This is an optimization exercise on Yosys and OpenROAD, whose aim is small area, not a production implementation.
The RTL was checked by simulation tests, not by an equivalence proof against the original design.
No activity file was given, so power comes from the tool's default toggle rates.

### design/flow/config.mk
export PLATFORM = sky130hd
export DESIGN_NAME = mem_issue_sched
export DESIGN_NICKNAME = mem_issue_sched
export VERILOG_FILES = /design/flow/design.v
export SDC_FILE = /design/flow/constraint.sdc
export NUM_CORES = 4
export LEC_CHECK = 0
export ABC_AREA = 1
export CAP_MARGIN = 0
export CORE_MARGIN = 2
export CORE_UTILIZATION = 80
export SLEW_MARGIN = 0
### design/flow/constraint.sdc
create_clock -name core_clock -period 8.0 [get_ports {clock}]
set_input_delay 1.6000 -clock core_clock [delete_from_list [all_inputs] [get_ports {clock}]]
set_output_delay 1.6000 -clock core_clock [all_outputs]
set_load 0.01 [all_outputs]
### design/flow/design.v
module mem_issue_sched #(
  parameter int NLD = 4,
  parameter int NST = 4
) (
  input  logic        clock,
  input  logic        resetn,
  input  logic        alloc_valid,
  input  logic        alloc_store,
  input  logic [31:0] alloc_address,
  input  logic [31:0] alloc_data,
  input  logic [4:0]  alloc_dst,
  output logic        rs_lok,
  output logic        rs_sok,
  output logic        rs_free,
  output logic        mem_req,
  output logic        mem_we,
  output logic [31:0] mem_addr,
  output logic [31:0] mem_wdata,
  input  logic        mem_ack,
  input  logic [31:0] mem_rdata,
  output logic [63:0] out_databus,
  output logic        write_databus,
  output logic [4:0]  out_dst,
  output logic [31:0] out_dst_data,
  output logic        write_dst
);
  localparam int NAQ = NLD + NST;
  logic [NAQ-1:0] aq_v;
  logic [NAQ-1:0] aq_t;
  logic [31:0]    aq_a [NAQ];
  logic [NST-1:0] sq_v;
  logic [31:0]    sq_d [NST];
  logic [NLD-1:0] lq_v;
  logic [4:0]     lq_d [NLD];
  logic        done_q;    
  logic [31:0] rdata_q;   
  logic push_st, push_ld, push, deq, deq_st, deq_ld;
  logic [NAQ-1:0] aq_m;
  logic [NST-1:0] sq_m;
  logic [NLD-1:0] lq_m;
  assign rs_lok  = ~&lq_v;
  assign rs_sok  = ~&sq_v;
  assign rs_free = ~|lq_v && ~|sq_v;
  assign push_st = alloc_valid && alloc_store && rs_sok;
  assign push_ld = alloc_valid && !alloc_store && rs_lok;
  assign push    = push_st || push_ld;
  assign deq    = done_q;
  assign deq_st = done_q && aq_t[0];
  assign deq_ld = done_q && !aq_t[0];
  always_comb begin
    aq_m[0] = !aq_v[0] || deq;
    for (int i = 1; i < NAQ; i++) aq_m[i] = !aq_v[i] || aq_m[i-1];
    sq_m[0] = !sq_v[0] || deq_st;
    for (int i = 1; i < NST; i++) sq_m[i] = !sq_v[i] || sq_m[i-1];
    lq_m[0] = !lq_v[0] || deq_ld;
    for (int i = 1; i < NLD; i++) lq_m[i] = !lq_v[i] || lq_m[i-1];
  end
  always_ff @(posedge clock) begin
    for (int i = 0; i < NAQ - 1; i++)
      if (aq_m[i]) begin
        aq_a[i] <= aq_a[i+1];
        aq_t[i] <= aq_t[i+1];
      end
    if (aq_m[NAQ-1]) begin
      aq_a[NAQ-1] <= alloc_address;
      aq_t[NAQ-1] <= alloc_store;
    end
    for (int i = 0; i < NST - 1; i++)
      if (sq_m[i]) sq_d[i] <= sq_d[i+1];
    if (sq_m[NST-1]) sq_d[NST-1] <= alloc_data;
    for (int i = 0; i < NLD - 1; i++)
      if (lq_m[i]) lq_d[i] <= lq_d[i+1];
    if (lq_m[NLD-1]) lq_d[NLD-1] <= alloc_dst;
    rdata_q <= mem_rdata;
  end
  always_ff @(posedge clock) begin
    if (!resetn) begin
      aq_v   <= '0;
      sq_v   <= '0;
      lq_v   <= '0;
      done_q <= 1'b0;
    end else begin
      for (int i = 0; i < NAQ - 1; i++)
        if (aq_m[i]) aq_v[i] <= aq_v[i+1];
      if (aq_m[NAQ-1]) aq_v[NAQ-1] <= push;
      for (int i = 0; i < NST - 1; i++)
        if (sq_m[i]) sq_v[i] <= sq_v[i+1];
      if (sq_m[NST-1]) sq_v[NST-1] <= push_st;
      for (int i = 0; i < NLD - 1; i++)
        if (lq_m[i]) lq_v[i] <= lq_v[i+1];
      if (lq_m[NLD-1]) lq_v[NLD-1] <= push_ld;
      done_q <= mem_req && mem_ack;
    end
  end
  assign mem_req       = aq_v[0] && !done_q;
  assign mem_we        = aq_t[0];
  assign mem_addr      = aq_a[0];
  assign mem_wdata     = sq_d[0];
  assign write_databus = done_q;
  assign write_dst     = done_q && !aq_t[0];
  assign out_databus   = {14'b0, aq_t[0], !aq_t[0], 16'b0, aq_a[0]};
  assign out_dst       = lq_d[0];
  assign out_dst_data  = rdata_q;
endmodule
### design/flow/flow/run.sh
#!/bin/bash
# The standard layout with two changes: the smallest buffer on every input and output port
# instead of the one buffer_ports picks by default, and a clock tree of small clock buffers
# without dummy loads. Each step's full log stays under orfs/logs/; make's own output goes to
# standard_finish.log in the work folder.
set -euo pipefail
export BUFFER_PORTS_ARGS="-buffer_cell sky130_fd_sc_hd__buf_1"
export SKIP_REPAIR_TIE_FANOUT=1
export CTS_ARGS="-sink_clustering_enable -repair_clock_nets -buf_list sky130_fd_sc_hd__clkbuf_4 -sink_clustering_size 10 -sink_clustering_max_diameter 50 -dont_use_dummy_load"
bash standard.sh finish > standard_finish.log 2>&1
### design/flow/standard.sh
#!/bin/bash
# synth_recipe.tcl (not shown) runs the flow's synth.tcl, then flattens the netlist and writes it again
# the make line also repeats each setting of config.mk as NAME=value (left out here)
make -C /OpenROAD-flow-scripts/flow DESIGN_CONFIG=/design/flow/config.mk WORK_HOME=/design/flow/orfs CLKGATE_MAP_FILE= SYNTH_SCRIPT=/design/flow/synth_recipe.tcl "${@:-finish}"
==> summary.md, run 1 <==
| Metric | Value |
|---|---|
| Synthesized area per cell | `23.8 um^2` |
| Area leader, netlist | `edfxtp_1` |
| Synthesis Warnings | `4` |
| Die Span Y | `between 100 and 150 um` |
| Err | `[ERROR DPL-0033] detailed placement checks failed during check placement.` |
| I/O pin total | `about 280` |
| Area share of the largest cell type after synthesis | `0.870` |
| Seq cells post-synth | `between 400 and 500` |
| Die W | `137 um` |
| Post-synthesis cell count | `approximately 600` |
| Hpwl dp | `about 15000 um` |
| Sequential-to-total area share from yosys stat | `0.938` |
| Status | `aborted with a tool error` |
| Port buffer count | `247` |
| Netlist cell types | `24` |
| RD Place Congestion | `between 0.7 and 0.8` |
| Synthesized area | `approximately 0.014 mm^2` |
| Top post-synthesis cells by area | `edfxtp_1, dfxtp_1, buf_4` |
| Num rows | `between 40 and 50` |
| Last stage reached | `detailed placement (3_5_place_dp)` |
| Initial Util | `0.820` |
[worst max path at each step]
stage | to | slack [ns] | depth (start not counted)
after global placement | aq_a[7][26]$_DFFE_PP_ | 5.34 | 3
after floorplan | mem_req | 5.02 | 3
[logic make-up after synthesis]
kind of cell | share of synthesized area
AO/OA/AOI/OAI | 0.00536
other | 0.000264
flip-flops | 0.938
buffers and inverters | 0.0415
AND/OR/NAND/NOR | 0.0144
[per-stage QoR]
| step | std cells | cell area (um^2) | setup slack (ns) |
|---|---|---|---|
| floorplan | 597 | 14200 | 5.02 |
| global placement | 1009 | 15000 | 5.34 |
[cell usage after synthesis (all sizes together)]
| library cell | number |
|---|---|
| o21a | 1 |
| a21oi | 13 |
| nand4 | 5 |
| conb | 1 |
| nand3 | 2 |
| buf | 64 |
| bufinv | 2 |
| nand2 | 10 |
| dfxtp | 49 |
| inv | 21 |
| nor4 | 1 |
| edfxtp | 412 |
| nor3 | 1 |
| nor2 | 14 |
| nand3b | 1 |
[power by group through the flow]
stage / clock (mW) / sequential [mW] / combinational, mW
after global placement: 0 / 2.82 / 0.0857
after floorplan: 0 / 2.83 / 0.0420
==> inputs of run 2 (changes only) <==
--- a/design/flow/config.mk
+++ b/design/flow/config.mk
@@ -8,5 +8,5 @@
 export ABC_AREA = 1
 export CAP_MARGIN = 0
 export CORE_MARGIN = 2
-export CORE_UTILIZATION = 80
+export CORE_UTILIZATION = 72
 export SLEW_MARGIN = 0
==> summary.md, run 2 <==
| Metric | Value |
|---|---|
| Vias | `5576` |
| Drt pass-1 iters | `6` |
| Most frequent cells in the layout | `edfxtp_1, buf_1, clkbuf_4` |
| Met2 Wirelength | `~8600 um` |
| Final Non-Filler Cells | `about 1.1k` |
| CTS root buffer | `clkbuf_4` |
| DRT antenna net count | `0` |
| Slew Viols, Final | `0` |
| Pin slew with the least headroom to its limit | `between 1 and 1.5 ns` |
| Hpwl dp | `12200 um (-17%)` |
| CP Max Fanout | `3` |
| Overall routing resource usage | `0.177` |
| Worst Setup End Kind | `output port` |
| Fraction of registers with async set/reset | `0 (unchanged)` |
| Area of the multi-input gates | `between 200 and 300 um^2` |
| Post_cts resized | `0` |
| Seq cells post-synth | `461 (unchanged)` |
| Hold Violations, Final | `0` |
| Period utilisation layout | `0.408` |
| CP arrival | `approximately 1.7 ns` |
| Nets | `between 900 and 1k` |
| Post-synth top cells | `edfxtp_1, buf_4, dfxtp_1, inv_1, a21oi_1` |
| Area share of the largest cell type after synthesis | `0.870 (unchanged)` |
| Metal-1 WL | `roughly 7000 um` |
| Status | `complete, no violations` |
| Area delta synth->final | `8.52%` |
| FMAX | `0.306 GHz` |
| Sequential-to-total area share from yosys stat | `0.938 (unchanged)` |
| Skew-Pair Late Insertion Delay | `0.65 ns` |
| Most common cell after layout, fill and taps aside | `edfxtp_1` |
| Maximum VDD drop | `roughly 0.15 mV` |
| Max_cap viols | `0` |
| Synthesized area | `0.0142 mm^2 (unchanged)` |
| Post-CTS Hold Fix Bufs | `0` |
| Crit path kind | `reg -> out` |
| I/O pin total | `278 (unchanged)` |
| Post-CTS Setup Bufs | `0` |
| Vias in the first global route | `5501` |
| Min Tclk post-route | `3.27 ns` |
| Slew headroom | `0.179` |
| Setup TNS | `0 ns` |
| Top post-synthesis cells by area | `edfxtp_1, dfxtp_1, buf_4` |
| Worst EP required | `approximately 6.4 ns` |
| RSZ-0062 raised after global routing | `no` |
| Largest net degree at the start of global routing | `37` |
| Leak | `between 5 and 6 nW` |
| DR WL/cell | `about 16 um` |
| Die area | `0.0209 mm^2` |
| Most frequent cell after synthesis | `edfxtp_1` |
| Initial Util | `0.733 (-0.0863)` |
| Die Span Y | `145 um (+5.2%)` |
| Initial antenna violation count | `1` |
| Biggest regs | `aq_a: 256 flops, sq_d: 128 flops, rdata_q: 32 flops` |
| DRC viols | `0` |
| Grt total ovfl | `0` |
| Vias per cell | `~5` |
| Initial drt markers | `between 200 and 300` |
| Synthesized area per cell | `23.8 um^2 (unchanged)` |
| H-tree levels | `2` |
| Synthesis Warnings | `4 (unchanged)` |
| CTS Buffer Depth | `3` |
| DP Cell Count | `between 1k and 1.5k` |
| CTS Sinks | `~460` |
| Routed wl met3 | `1680 um` |
| Pwr dens | `245 mW/mm^2` |
| Layout cells sized above 1 | `0.0896` |
| # fillers | `a little under 1k` |
| Die W | `145 um (+5.2%)` |
| Total CTS buffers | `between 50 and 60` |
| Largest Register | `aq_a` |
| Critical Path Source Type | `flop` |
| Top_reg_cell synth | `edfxtp_1` |
| # setup viols final | `0` |
| RD Place Congestion | `0.742 (+1.2%)` |
| Area leader, netlist | `edfxtp_1` |
| CTS tree | `yes` |
| Final hold slack | `just over 0.4 ns` |
| Core area | `around 0.019 mm^2` |
| Post-synthesis cell count | `597 (unchanged)` |
| Port buffer count | `247 (unchanged)` |
| Max FFs per register | `256` |
| Netlist cell types | `24 (unchanged)` |
| Top sig layer | `met4` |
| Sequential cell area | `about 0.013 mm^2` |
| First-pass GRT wire length | `about 27000 um` |
| Num rows | `51 (+6.3%)` |
| Clk_skew | `roughly 0.024 ns` |
| Post-synth EDFFs | `412 (unchanged)` |
| Worst hold path type | `reg -> reg` |
| Clock transition at path regs | `~0.10 ns` |
| Drt total wl | `between 15000 and 20000 um` |
run 2: cell counts after synthesis:
Identical to the previous run, type by type.
run 2: cell type report:
| cell class | instances | share of cell area |
|---|---|---|
| repair buffers | 252 | 0.0625 |
| well taps | 265 | 0.0215 |
| inverters | 23 | 0.00737 |
| clock buffers | 52 | 0.0253 |
| multi-input cells | 49 | 0.0185 |
| flip-flops and latches | 461 | 0.865 |
| diodes | 1 | 0.000162 |
run 2: worst paths after layout:
check        slack [ns]  cells past startpoint                     to                   from
max                4.73                      4                rs_free   lq_v[2]$_SDFFE_PN0P_
min                0.41                      0  aq_a[0][14]$_DFFE_PP_  aq_a[1][14]$_DFFE_PP_
max reg2reg        5.13                      3   aq_a[7][1]$_DFFE_PP_   aq_v[1]$_SDFFE_PN0P_
min reg2reg        0.41                      0  aq_a[0][14]$_DFFE_PP_  aq_a[1][14]$_DFFE_PP_
run 2: critical path, stage by stage (launching register included):
cell and delay, ns:
dfxtp_1 0.33, inv_1 0.13, nand4_1 0.15, nor4_1 0.22, buf_1 0.20
run 2: through the flow:
stage	power [mW]	cell area, um^2	setup WS [ns]	util
detailed placement	2.92	15000	5.03	0.776
global placement	2.91	15000	5.29	0.776
floorplan	2.87	14200	5.02	-
global route	3.93	15400	4.60	0.796
finish	3.78	15400	4.73	0.796
CTS	3.82	15400	4.68	0.796
run 2: metal layers:
metal / vias up / track usage
met5: - / 0
met1: 2581 / 0.234
met3: 44 / 0.0593
li1: 2663 / -
met2: 288 / 0.275
met4: 0 / 0.0751
run 2: cells by family (layout without fill, tap and decap cells):
| family | Yosys count | in the layout | share of synthesized area |
|---|---|---|---|
| other cells | 1 | 2 | 0.000264 |
| buf+inv | 87 | 327 | 0.0415 |
| flops | 461 | 461 | 0.938 |
| compound gates | 14 | 14 | 0.00536 |
| simple gates | 34 | 34 | 0.0144 |
run 2: where the power goes:
part,switching (mW),total [mW],internal [mW]
clock,0.621,0.920,0.299
sequential,0.0368,2.77,2.74
combinational,0.0560,0.0854,0.0294
==> inputs of run 3 (changes only) <==
--- a/design/flow/config.mk
+++ b/design/flow/config.mk
@@ -8,5 +8,5 @@
 export ABC_AREA = 1
 export CAP_MARGIN = 0
 export CORE_MARGIN = 2
-export CORE_UTILIZATION = 72
+export CORE_UTILIZATION = 65
 export SLEW_MARGIN = 0
==> summary.md, run 3 <==
| Metric | Value |
|---|---|
| Top post-synthesis cells by area | `edfxtp_1, dfxtp_1, buf_4` |
| Area leader, netlist | `edfxtp_1` |
| Fraction of registers with async set/reset | `0 (unchanged)` |
| Status | `complete, no violations` |
| Setup TNS | `0 ns (unchanged)` |
| CP Max Fanout | `35 (+32)` |
| Post-synthesis mux area share | `0 (unchanged)` |
| H-tree levels | `2 (unchanged)` |
| Period utilisation layout | `0.421 (+0.0122)` |
| Area share of xor/xnor cells in the synthesized design | `0 (unchanged)` |
| FF-to-FF setup slack | `5.12 ns (about the same)` |
| I/O pin total | `278 (unchanged)` |
| Seq cells post-synth | `461 (unchanged)` |
| Compound-Gate Fraction of Synth Area | `0.00536 (unchanged)` |
| Vias | `5462 (-2.0%)` |
| Worst Hold Depth | `0 (unchanged)` |
| Biggest regs | `aq_a: 256 flops, sq_d: 128 flops, rdata_q: 32 flops` |
| Initial drt markers | `323 (+17%)` |
| RR Endpoint | `aq_a[7][10]$_DFFE_PP_` |
| Hold Violations, Final | `0 (unchanged)` |
| Clock transition at path regs | `0.10 ns (about the same)` |
| Synth Area in Simple Gates | `0.0144 (unchanged)` |
| Worst Setup End Kind | `output port` |
| Initial Util | `0.658 (-0.0754)` |
| Placed instance area | `0.0151 mm^2 (+0.16%)` |
| Crit-path slowest cell | `dfxtp_1` |
| Pwr dens | `245 mW/mm^2 (-0.12%)` |
| Min Tclk post-route | `3.36 ns (+0.0975 ns)` |
| Hpwl dp | `12000 um (-1.3%)` |
| First-pass GRT wire length | `29000 um (+6.7%)` |
| CTS root buffer | `clkbuf_4` |
| Combinational Power Share | `0.023 (about the same)` |
| Sequential-to-total area share from yosys stat | `0.938 (unchanged)` |
| Start point of the critical path | `done_q$_SDFF_PN0_` |
| Crit path kind | `reg -> out` |
| Design area | `0.0155 mm^2 (+0.15%)` |
| Grt total ovfl | `0 (unchanged)` |
| Largest net degree at the start of global routing | `37 (unchanged)` |
| RD Place Congestion | `0.744 (+0.27%)` |
| Port buffer count | `247 (unchanged)` |
| Max_cap viols | `0 (unchanged)` |
| Clk_skew | `0.0405 ns (+0.0167 ns)` |
| CTS Sinks | `461 (unchanged)` |
| Leak | `5.47 nW (about the same)` |
| DRT antenna net count | `0 (unchanged)` |
| Overall routing resource usage | `0.161 (-0.0157)` |
| Largest family of logic cells by synthesized area | `buffers and inverters` |
| Slew Viols, Final | `0 (unchanged)` |
| Synthesized area per cell | `23.8 um^2 (unchanged)` |
| Vias per cell | `4.89 (-3.4%)` |
| Max FFs per register | `256 (unchanged)` |
| Synthesis Warnings | `4 (unchanged)` |
| Drt pass-1 iters | `5 (-1)` |
| Post-synthesis cell count | `597 (unchanged)` |
| FMAX | `0.297 GHz (-2.9%)` |
| Nets | `945 (unchanged)` |
| Layout cells sized above 1 | `0.0908 (+0.00119)` |
| Final Power | `3.78 mW (about the same)` |
| Area share of the largest cell type after synthesis | `0.870 (unchanged)` |
| Drt total wl | `18100 um (+1.9%)` |
| Worst EP required | `6.40 ns (about the same)` |
| Netlist cell types | `24 (unchanged)` |
| Hold path startpoint | `sq_d[2][5]$_DFFE_PP_` |
| DR WL/cell | `16.2 um (+0.51%)` |
| Num rows | `54 (+5.9%)` |
| Synthesized area | `0.0142 mm^2 (unchanged)` |
| Vias in the first global route | `5556 (+1.0%)` |
| Slew headroom | `0.183 (+0.00344)` |
| Initial antenna violation count | `1 (unchanged)` |
| Core area | `0.0216 mm^2 (+11%)` |
| DRC viols | `0 (unchanged)` |
| Largest Register | `aq_a` |
| Die Span Y | `152 um (+5.1%)` |
| Sw Pwr | `715 uW (+0.23%)` |
| Pin slew with the least headroom to its limit | `1.22 ns (-0.00353 ns)` |
| CP arrival | `1.76 ns (+0.09 ns)` |
| Die area | `0.0231 mm^2 (+10%)` |
| Worst hold path type | `reg -> reg` |
| FF-to-FF path depth | `3 (unchanged)` |
| Total CTS buffers | `52 (unchanged)` |
| Most common cell after layout, fill and taps aside | `edfxtp_1` |
| CTS Buffer Depth | `3 (unchanged)` |
| Largest delay contributor family on the critical path | `buffers and inverters` |
| Area of the multi-input gates | `290 um^2 (+1.8%)` |
| Area delta synth->final | `8.69%` |
| Top_reg_cell synth | `edfxtp_1` |
| Maximum VDD drop | `0.161 mV (+5.1%)` |
| Net Sw Frac | `0.189 (+0.000362)` |
| # setup viols final | `0 (unchanged)` |
| RSZ-0062 raised after global routing | `no` |
| Clk network pwr share | `0.244 (about the same)` |
| # fillers | `1358 (+38%)` |
| Critical R2R Launch | `aq_v[1]$_SDFFE_PN0P_` |
| Sequential cell area | `0.0134 mm^2 (unchanged)` |
| WP buf/inv | `4 (+2)` |
| CP cell instances | `inv_2 > nand2_1 > buf_4 > inv_2 > buf_1` |
| CTS tree | `yes` |
| Fin util | `0.715 (-0.0807)` |
| Die W | `152 um (+5.1%)` |
| Critical Path Source Type | `flop` |
| Post-CTS Setup Bufs | `0 (unchanged)` |
| Most frequent cell after synthesis | `edfxtp_1` |
| Register share of total power | `0.734 (about the same)` |
| Post-CTS Hold Fix Bufs | `0 (unchanged)` |
| Hold EP | `sq_d[1][5]$_DFFE_PP_` |
| CP most frequent cell | `inv_2` |
| Post_cts resized | `0 (unchanged)` |
| CP max stage delay | `0.38 ns (+0.05 ns)` |
| Post-synth EDFFs | `412 (unchanged)` |
| Skew-Pair Late Insertion Delay | `0.67 ns (+0.02 ns)` |
| Most frequent cells in the layout | `edfxtp_1, buf_1, clkbuf_4` |
| Post-synth top cells | `edfxtp_1, buf_4, dfxtp_1, inv_1, a21oi_1` |
| Int Pwr | `3.07 mW (about the same)` |
| Adder-Cell Fraction of Synth Area | `0 (unchanged)` |
run 3: power groups by stage:
| stage | Clock [mW] | Combinational, mW | Sequential [mW] |
|---|---|---|---|
| CTS | 0.969 | 0.0878 | 2.78 |
| global route | 1.07 | 0.0936 | 2.79 |
| detailed placement | 0 | 0.0877 | 2.83 |
| floorplan | 0 | 0.0420 | 2.83 |
| global placement | 0 | 0.0874 | 2.82 |
| finish | 0.921 | 0.0863 | 2.77 |
run 3: per-stage QoR:
| stage | hold slack, ns | setup WS (ns) | cells |
|---|---|---|---|
| after detailed placement | 0.405 | 5.02 | 1065 |
| final | 0.399 | 4.64 | 1118 |
| after global placement | 0.401 | 5.18 | 1065 |
| after CTS | 0.379 | 4.53 | 1117 |
| after floorplan | 0.400 | 5.02 | 597 |
| after global routing | 0.381 | 4.42 | 1118 |
run 3: kinds of logic (layout without fill, tap and decap cells):
logic type / Yosys count / count (layout)
buf+inv: 87 / 327
compound gates: 14 / 14
simple gates: 34 / 34
flops: 461 / 461
other cells: 1 / 2
run 3: layout make-up:
cell class / instances / area share
multi-input combinational: 49 / 0.0188
sequential: 461 / 0.863
inverter: 23 / 0.00736
clock buffer: 52 / 0.0252
antenna: 1 / 0.000162
tap: 280 / 0.0227
timing repair buffer: 252 / 0.0624
run 3: routing by layer:
| metal | up-vias | track usage | share of wire |
|---|---|---|---|
| met5 | - | 0 | 0 |
| met4 | 0 | 0.0601 | 0.023 |
| met3 | 37 | 0.0439 | 0.078 |
| met2 | 265 | 0.246 | 0.47 |
| met1 | 2513 | 0.229 | 0.43 |
| li1 | 2647 | - | - |
run 3: worst max path at each step:
stage,to,slack [ns],cells past startpoint
after global placement,aq_a[7][27]$_DFFE_PP_,5.18,3
after detailed placement,aq_a[7][14]$_DFFE_PP_,5.02,3
after CTS,mem_req,4.53,5
after global routing,mem_req,4.42,5
final,mem_req,4.64,5
after floorplan,mem_req,5.02,3
==> inputs of run 4 (changes only) <==
==> design/flow/run.sh (new file) <==
#!/bin/bash
# synth_recipe.tcl (not shown) runs the flow's synth.tcl, then flattens the netlist and writes it again
# the make line also repeats each setting of config.mk as NAME=value (left out here)
make -C /OpenROAD-flow-scripts/flow DESIGN_CONFIG=/design/flow/config.mk WORK_HOME=/design/flow/orfs CLKGATE_MAP_FILE= SYNTH_SCRIPT=/design/flow/synth_recipe.tcl finish
--- a/design/flow/config.mk
+++ b/design/flow/config.mk
@@ -6,7 +6,10 @@
 export NUM_CORES = 4
 export LEC_CHECK = 0
 export ABC_AREA = 1
-export CAP_MARGIN = 0
+export CAP_MARGIN = 20
 export CORE_MARGIN = 2
 export CORE_UTILIZATION = 65
-export SLEW_MARGIN = 0
+export CTS_BUF_LIST = sky130_fd_sc_hd__clkbuf_4
+export CTS_CLUSTER_DIAMETER = 50
+export CTS_CLUSTER_SIZE = 10
+export SLEW_MARGIN = 20
removed: design/flow/flow/run.sh
removed: design/flow/standard.sh
==> summary.md, run 4 <==
| Metric | Value |
|---|---|
| Status | `complete, no violations` |
| Pwr dens | `235 mW/mm^2 (-3.9%)` |
| Port buffer count | `247 (unchanged)` |
| Final Non-Filler Cells | `1183 (+5.8%)` |
| H-tree levels | `2 (unchanged)` |
| Critical Path Source Type | `flop` |
| Most frequent cells in the layout | `edfxtp_1, clkdlybuf4s50_1, clkbuf_4` |
| Worst EP required | `6.40 ns (about the same)` |
| Pin slew with the least headroom to its limit | `0.932 ns (-0.292 ns)` |
| Combinational Power Share | `0.041 (+0.018)` |
| First-pass GRT wire length | `28500 um (-1.9%)` |
| Max FFs per register | `256 (unchanged)` |
| Drt pass-1 iters | `4 (-1)` |
| Slew Viols, Final | `0 (unchanged)` |
| Max_cap viols | `0 (unchanged)` |
| Min Tclk post-route | `3.75 ns (+0.382 ns)` |
| Fraction of registers with async set/reset | `0 (unchanged)` |
| CP Max Fanout | `35 (unchanged)` |
| Worst hold path type | `reg -> reg` |
| Setup TNS | `0 ns (unchanged)` |
| Largest Register | `aq_a` |
| DP Cell Count | `1095 (+2.8%)` |
| Clk network pwr share | `0.282 (+0.038)` |
| WP buf/inv | `4 (unchanged)` |
| Initial drt markers | `269 (-17%)` |
| Synthesized area per cell | `23.8 um^2 (unchanged)` |
| Clk_skew | `0.0190 ns (-0.0215 ns)` |
| Num rows | `54 (unchanged)` |
| Largest delay contributor family on the critical path | `buffers and inverters` |
| Seq cells post-synth | `461 (unchanged)` |
| Sw Pwr | `744 uW (+4.0%)` |
| FMAX | `0.267 GHz (-10%)` |
| Vias in the first global route | `5654 (+1.8%)` |
| Post-synth top cells | `edfxtp_1, buf_4, dfxtp_1, inv_1, a21oi_1` |
| Die Span Y | `152 um (unchanged)` |
| RSZ-0062 raised after global routing | `no` |
| Final Power | `4.10 mW (+8.3%)` |
| Die W | `152 um (unchanged)` |
| Post-synthesis cell count | `597 (unchanged)` |
| FF-to-FF setup slack | `5.33 ns (+0.21 ns)` |
| Netlist cell types | `24 (unchanged)` |
| Biggest regs | `aq_a: 256 flops, sq_d: 128 flops, rdata_q: 32 flops` |
| CP max stage delay | `0.50 ns (+0.12 ns)` |
| CP cell instances | `inv_2 > nand2_1 > buf_4 > inv_2 > clkdlybuf4s50_1` |
| Synthesized area | `0.0142 mm^2 (unchanged)` |
| Drt total wl | `17600 um (-2.7%)` |
| Area delta synth->final | `22.6%` |
| # setup viols final | `0 (unchanged)` |
| I/O pin total | `278 (unchanged)` |
| Worst Setup End Kind | `output port` |
| Initial antenna violation count | `1 (unchanged)` |
| Int Pwr | `3.35 mW (+9.3%)` |
| Crit-path slowest cell | `clkdlybuf4s50_1` |
| CTS tree | `yes` |
| Grt total ovfl | `0 (unchanged)` |
| Fin util | `0.807 (+0.0914)` |
| Top post-synthesis cells by area | `edfxtp_1, dfxtp_1, buf_4` |
| Area leader, netlist | `edfxtp_1` |
| Clock transition at path regs | `0.10 ns (about the same)` |
| Overall routing resource usage | `0.156 (-0.00460)` |
| Net Sw Frac | `0.182 (-0.00750)` |
| Layout cells sized above 1 | `0.126 (+0.0356)` |
| Initial Util | `0.658 (unchanged)` |
| Area share of the largest cell type after synthesis | `0.870 (unchanged)` |
| Placed instance area | `0.0167 mm^2 (+11%)` |
| Skew-Pair Late Insertion Delay | `0.67 ns (about the same)` |
| Final hold slack | `0.415 ns (+0.0163 ns)` |
| Maximum VDD drop | `0.158 mV (-1.8%)` |
| Design area | `0.0174 mm^2 (+13%)` |
| DRT antenna net count | `0 (unchanged)` |
| Hold Violations, Final | `0 (unchanged)` |
| Most frequent cell after synthesis | `edfxtp_1` |
| CP arrival | `2.15 ns (+0.39 ns)` |
| Pre-CTS WS | `4.94 ns (-0.0837 ns)` |
| Hpwl dp | `12100 um (+0.81%)` |
| Setup slack after layout | `4.25 ns (-0.382 ns)` |
| Period utilisation layout | `0.468 (+0.0478)` |
| CTS Sinks | `461 (unchanged)` |
| Post-CTS Hold Fix Bufs | `0 (unchanged)` |
| Most common cell after layout, fill and taps aside | `edfxtp_1` |
| # fillers | `1106 (-19%)` |
| Core area | `0.0216 mm^2 (unchanged)` |
| Largest net degree at the start of global routing | `37 (unchanged)` |
| Leak | `6.43 nW (+17%)` |
| Post-CTS Setup Bufs | `0 (unchanged)` |
| DR WL/cell | `14.9 um (-8.0%)` |
| Top_reg_cell synth | `edfxtp_1` |
| CTS root buffer | `clkbuf_4` |
| DRC viols | `0 (unchanged)` |
| Slew headroom | `0.378 (+0.195)` |
| Synthesis Warnings | `4 (unchanged)` |
| Vias | `5599 (+2.5%)` |
| CTS Buffer Depth | `3 (unchanged)` |
| Vias per cell | `4.73 (-3.1%)` |
| Post_cts resized | `0 (unchanged)` |
| RD Place Congestion | `0.779 (+4.7%)` |
| Crit path kind | `reg -> out` |
| Die area | `0.0231 mm^2 (unchanged)` |
| Post-synth EDFFs | `412 (unchanged)` |
| CP most frequent cell | `inv_2` |
| Total CTS buffers | `52 (unchanged)` |
| Register share of total power | `0.677 (-0.057)` |
| Nets | `976 (+3.3%)` |
| Sequential-to-total area share from yosys stat | `0.938 (unchanged)` |
-- run 4: cell counts after synthesis --
No cell type changed its count.
-- run 4: path summary, 6_finish.rpt --
check	depth (start not counted)	from	to
max reg2reg	5	aq_t[0]$_DFFE_PP_	sq_d[2][20]$_DFFE_PP_
min	0	aq_a[1][27]$_DFFE_PP_	aq_a[0][27]$_DFFE_PP_
max	5	done_q$_SDFF_PN0_	mem_req
min reg2reg	0	aq_a[1][27]$_DFFE_PP_	aq_a[0][27]$_DFFE_PP_
-- run 4: worst reg2reg max path: cells and delay by family (launching register included) --
kind	cells	cell delay, ns
buf+inv	2	0.44
flops	1	0.51
simple gates	3	1.42
-- run 4: logic make-up after synthesis --
| group | Yosys count | share of synthesized area |
|---|---|---|
| buf+inv | 87 | 0.0415 |
| compound gates | 14 | 0.00536 |
| flops | 461 | 0.938 |
| other cells | 1 | 0.000264 |
| simple gates | 34 | 0.0144 |
-- run 4: area by class of cell --
cell class	instances	area, um^2	share of cell area
Sequential cell	461	13400	0.766
Timing Repair Buffer	254	2550	0.146
Clock buffer	84	631	0.0362
Multi-Input combinational cell	78	399	0.0229
Tap cell	280	350	0.0201
Inverter	23	114	0.00653
Clock inverter	2	38.8	0.00222
Antenna cell	1	2.50	0.000143
-- run 4: power groups by stage --
stage | clock (mW) | sequential [mW] | combinational, mW
final | 1.16 | 2.77 | 0.168
after detailed placement | 0 | 2.83 | 0.169
after floorplan | 0 | 2.83 | 0.0420
after CTS | 1.20 | 2.78 | 0.170
after global placement | 0 | 2.82 | 0.167
after global routing | 1.28 | 2.79 | 0.178
-- run 4: metal layers --
metal | global-route usage | share of wire | vias up
met4 | 0.0596 | 0.027 | 0
met3 | 0.0676 | 0.11 | 44
met1 | 0.202 | 0.40 | 2534
li1 | - | - | 2723
met5 | 0 | 0 | -
met2 | 0.240 | 0.46 | 298

==> afterwards: timing with drivers on the ports <==
How much do the figures lean on ideal ports? The routed layouts below were timed once more, with nothing changed but the port constraints. Step 1: set_driving_cell puts a clkbuf_16 on clock and a buf_2 on each other input, an assumption about the parent block. Step 2 times the ports against the registers' clock, not the clock port: input delays grow and output delays shrink by t, the midpoint of the rising clock arrivals with the driver on. a / b / c = ideal / step 1 / step 2; a / b = the first two.
run	shift t [ns]	slack for setup (ns)	worst setup path after step 2
run 2	0.660	4.733 / 4.693 / 5.126	register to register
run 3	0.691	4.635 / 4.595 / 5.120	register to register
run 4	0.694	4.253 / 4.215 / 4.909	register to output
After both steps setup and hold are still met in every run listed.
